This is an optimization exercise on Yosys and OpenROAD, whose aim is small area and a short achievable clock period, not a production implementation.
Only simulation tests tie the RTL to the original design; equivalence was not proved.
Power figures rest on the tool's default switching activity, not on a simulated workload.

==> flow/design.v (excerpt) <==
module csd_mult_bank (
    input  wire logic        clk,
    input  wire logic        rst_n,
    input  wire logic [15:0] x,
    input  wire logic        x_valid,
    output logic      [31:0] y0,
    output logic      [31:0] y1,
    output logic      [31:0] y2,
    output logic      [31:0] y3,
    output logic             y_valid
);
Settings: LEC_CHECK=0, CAP_MARGIN=20, CORE_MARGIN=2, CORE_UTILIZATION=40, CTS_BUF_LIST=sky130_fd_sc_hd__clkbuf_8, SETUP_SLACK_MARGIN=2.5, SLEW_MARGIN=20, TNS_END_PERCENT=0; clock period 5.0 ns.
standard.sh (not shown) runs the stock make flow with config.mk's settings and CLKGATE_MAP_FILE= SYNTH_SCRIPT=/design/flow/synth_recipe.tcl, a recipe that flattens the netlist after the stock synthesis.
==> flow/flow/run.sh <==
#!/bin/bash
# The standard layout, with a small buffer (buf_2) on each port instead of the default
# port buffer cell. Each tool's output goes to its own log in this folder; ORFS keeps its
# per-step logs under orfs/logs.
set -euo pipefail
bash standard.sh 'BUFFER_PORTS_ARGS=-buffer_cell sky130_fd_sc_hd__buf_2' finish > make_finish.log 2>&1
The starting point completed with no timing, DRC or antenna violations.
Change:
==> flow/flow/run.sh (replaced) <==
#!/bin/bash
# The standard layout, with a small buffer (buf_2) on each port instead of the default
# port buffer cell, and power recovery (downsizing of cells off the critical paths) after
# global routing. Each tool's output goes to its own log in this folder; ORFS keeps its
# per-step logs under orfs/logs.
set -euo pipefail
bash standard.sh 'BUFFER_PORTS_ARGS=-buffer_cell sky130_fd_sc_hd__buf_2' 'RECOVER_POWER=100' finish > make_finish.log 2>&1
- SETUP_SLACK_MARGIN: 2.5 -> 2.4
Result: Setup slack loses 0.57 ns; first-iteration DRC count is higher by 7.1%; worst hold slack gains 0.023 ns; fmax is lower by 17%; final area is lower by 6.0%.
Change:
==> flow/flow/run.sh (replaced) <==
#!/bin/bash
# The standard layout, with a small buffer (buf_2) on each port instead of the default
# port buffer cell. Each tool's output goes to its own log in this folder; ORFS keeps its
# per-step logs under orfs/logs.
set -euo pipefail
bash standard.sh 'BUFFER_PORTS_ARGS=-buffer_cell sky130_fd_sc_hd__buf_2' finish > make_finish.log 2>&1
- PLACE_DENSITY: unset -> 0.8
Result: Worst setup slack is better by 0.55 ns. Register-to-register slack is better by 0.55 ns. Final area rose by 3.6%. First-iteration DRC count rose by 38%. Cell count stays the same. Core utilization rose by 1.7 points. Non-clock buffer count rose by 1. Sequential power stays flat. Power rose by 4.7%. Combinational power rose by 9.8%. Clock power fell by 6.0%.


job 2767:
csd_mult_bank again, from the RTL that the note above started with.
Settings: LEC_CHECK=0, CAP_MARGIN=20, CORE_MARGIN=2, CORE_UTILIZATION=40, CTS_BUF_LIST=sky130_fd_sc_hd__clkbuf_8, CTS_CLUSTER_DIAMETER=100, CTS_CLUSTER_SIZE=30, SETUP_SLACK_MARGIN=2.4, SLEW_MARGIN=20, TNS_END_PERCENT=0; clock period 5.0 ns.
==> flow/flow/run.sh <==
#!/bin/bash
# The standard layout, with a small buffer (buf_2) on each port instead of the default
# port buffer cell. Each tool's output goes to its own log in this folder; ORFS keeps its
# per-step logs under orfs/logs.
set -euo pipefail
bash standard.sh 'BUFFER_PORTS_ARGS=-buffer_cell sky130_fd_sc_hd__buf_2' finish > make_finish.log 2>&1
Job 2767 | status: complete | timing, DRC, antenna: pass
> inputs changed (job 2767 -> job 6378)
- changing CORE_UTILIZATION from 40 to 55
- removing CTS_CLUSTER_SIZE (formerly 30)
- removing CTS_CLUSTER_DIAMETER (formerly 100)
### Flow results
Job 6378 ended with every stage complete and zero timing, DRC or antenna violations.
From job 6378 to job 2767, count of clock tree sinks did not move at all.
Comparing job 6378 and job 2767, the higher number of placed instances with taps included is on job 2767.
Going from job 2767 to job 6378, total length of routed wires now smaller, sequential area share after synthesis comparable, final period demand of the worst path now larger, total of flip-flops plus latches after synthesis comparable, HPWL after detailed placement now smaller.
Of job 6378 and job 2767, job 6378 shows the higher via density per instance, with job 2767 below it.
Between job 6378 and job 2767, the total non-filler cell area in the finished layout does not differ in any meaningful way.
[inputs] job 8710 vs job 6378
- CORE_UTILIZATION now 40, was 55
- SETUP_SLACK_MARGIN now 2.2, was 2.4
--- outcome ---
Job 8710 finished every stage and its layout cleared the timing, design-rule and antenna checks. Where core area is concerned, job 6378 is better than job 8710. Area taken by multi-input logic gates came out lower on job 8710 than on job 6378. The count of vias placed by the detailed router of job 8710 was superior to that of job 6378. Going from job 6378 to job 8710, met1 demand-to-capacity share in global routing went down, combinational group power went down. [job 8710 vs job 6378] first-pass detailed-route iteration total: higher in job 8710. Going from job 6378 to job 8710, register area shrank slightly.
Modified inputs, job 5181 compared to job 8710
- swapping 2.2 for 2.4 in SETUP_SLACK_MARGIN
diff --git a/flow/flow/run.sh b/flow/flow/run.sh
--- a/flow/flow/run.sh
+++ b/flow/flow/run.sh
@@ -6 +6 @@
-bash standard.sh 'BUFFER_PORTS_ARGS=-buffer_cell sky130_fd_sc_hd__buf_2' finish > make_finish.log 2>&1
+bash standard.sh 'BUFFER_PORTS_ARGS=-buffer_cell sky130_fd_sc_hd__buf_2' 'SKIP_GATE_CLONING=1' finish > make_finish.log 2>&1
Notes after the runs:
The worst reg-to-reg path cell count in job 5181 sits 3 above the value recorded for job 8710. Job 5181 ended with more worst voltage drop across the vdd grid than job 8710. Relative to job 8710, portion of total power attributed to combinational logic increased by 1.5 points in job 5181. Taking job 8710 as the reference, in job 5181 area added between synthesis and finish went up by 3.0 points, register-to-register slack went up by 110 ps. Between job 5181 and job 8710, it is job 5181 whose clock-cell share of area is lower, by 0.24 points.
Here is what was changed in the inputs of job 7175 compared with job 5181.
- removing TNS_END_PERCENT (formerly 0)
- changing SETUP_SLACK_MARGIN from 2.4 to 1.8
diff --git a/flow/flow/run.sh b/flow/flow/run.sh
--- a/flow/flow/run.sh
+++ b/flow/flow/run.sh
@@ -6 +6 @@
-bash standard.sh 'BUFFER_PORTS_ARGS=-buffer_cell sky130_fd_sc_hd__buf_2' 'SKIP_GATE_CLONING=1' finish > make_finish.log 2>&1
+bash standard.sh 'BUFFER_PORTS_ARGS=-buffer_cell sky130_fd_sc_hd__buf_2' finish > make_finish.log 2>&1
==> comparison <==
- Job 7175 ended up with p5[10] as its source of the critical timing path; job 5181 ended up with p63[4].
- Taking job 5181 as the reference, in job 7175 part of the total power dissipated in combinational logic lost 2.6 points, maximum frequency lost 13%, overall routed net length lost 2.8%.

[what the ideal ports hide]
In the flow no input, the clock included, has a driving cell. The finished layouts below were timed again as built, in two steps. Step 1 (the two cells are an assumption about what drives the block):
set clk [get_ports {clk}]
set_driving_cell -lib_cell sky130_fd_sc_hd__clkbuf_16 $clk
set_driving_cell -lib_cell sky130_fd_sc_hd__buf_2 [delete_from_list [all_inputs] $clk]
Step 2, shift: input delay + t, output delay - t, t = (earliest + latest rising clock arrival at the registers) / 2. This alone moves slack from input paths to output paths. Slacks: ideal ports / drivers / drivers and shift; pairs: ideal ports / drivers.
run	t (ns)	slack for setup (ns)	latest minus earliest clock arrival (ns)
the first run of note 1	0.502	2.319 / 2.319 / 1.953	0.011 / 0.011
the second run of note 1	0.500	1.753 / 1.753 / 1.477	0.014 / 0.014
the third run of note 1	0.499	2.304 / 2.304 / 1.929	0.020 / 0.020
job 2767	0.512	2.337 / 2.337 / 1.919	0.015 / 0.015
job 6378	0.492	2.331 / 2.331 / 1.958	0.015 / 0.014
job 8710	0.496	2.230 / 2.230 / 1.818	0.016 / 0.016
job 5181	0.512	2.337 / 2.337 / 1.919	0.015 / 0.015
job 7175	0.497	1.952 / 1.952 / 1.715	0.015 / 0.015
After both steps every run listed still meets setup and hold.
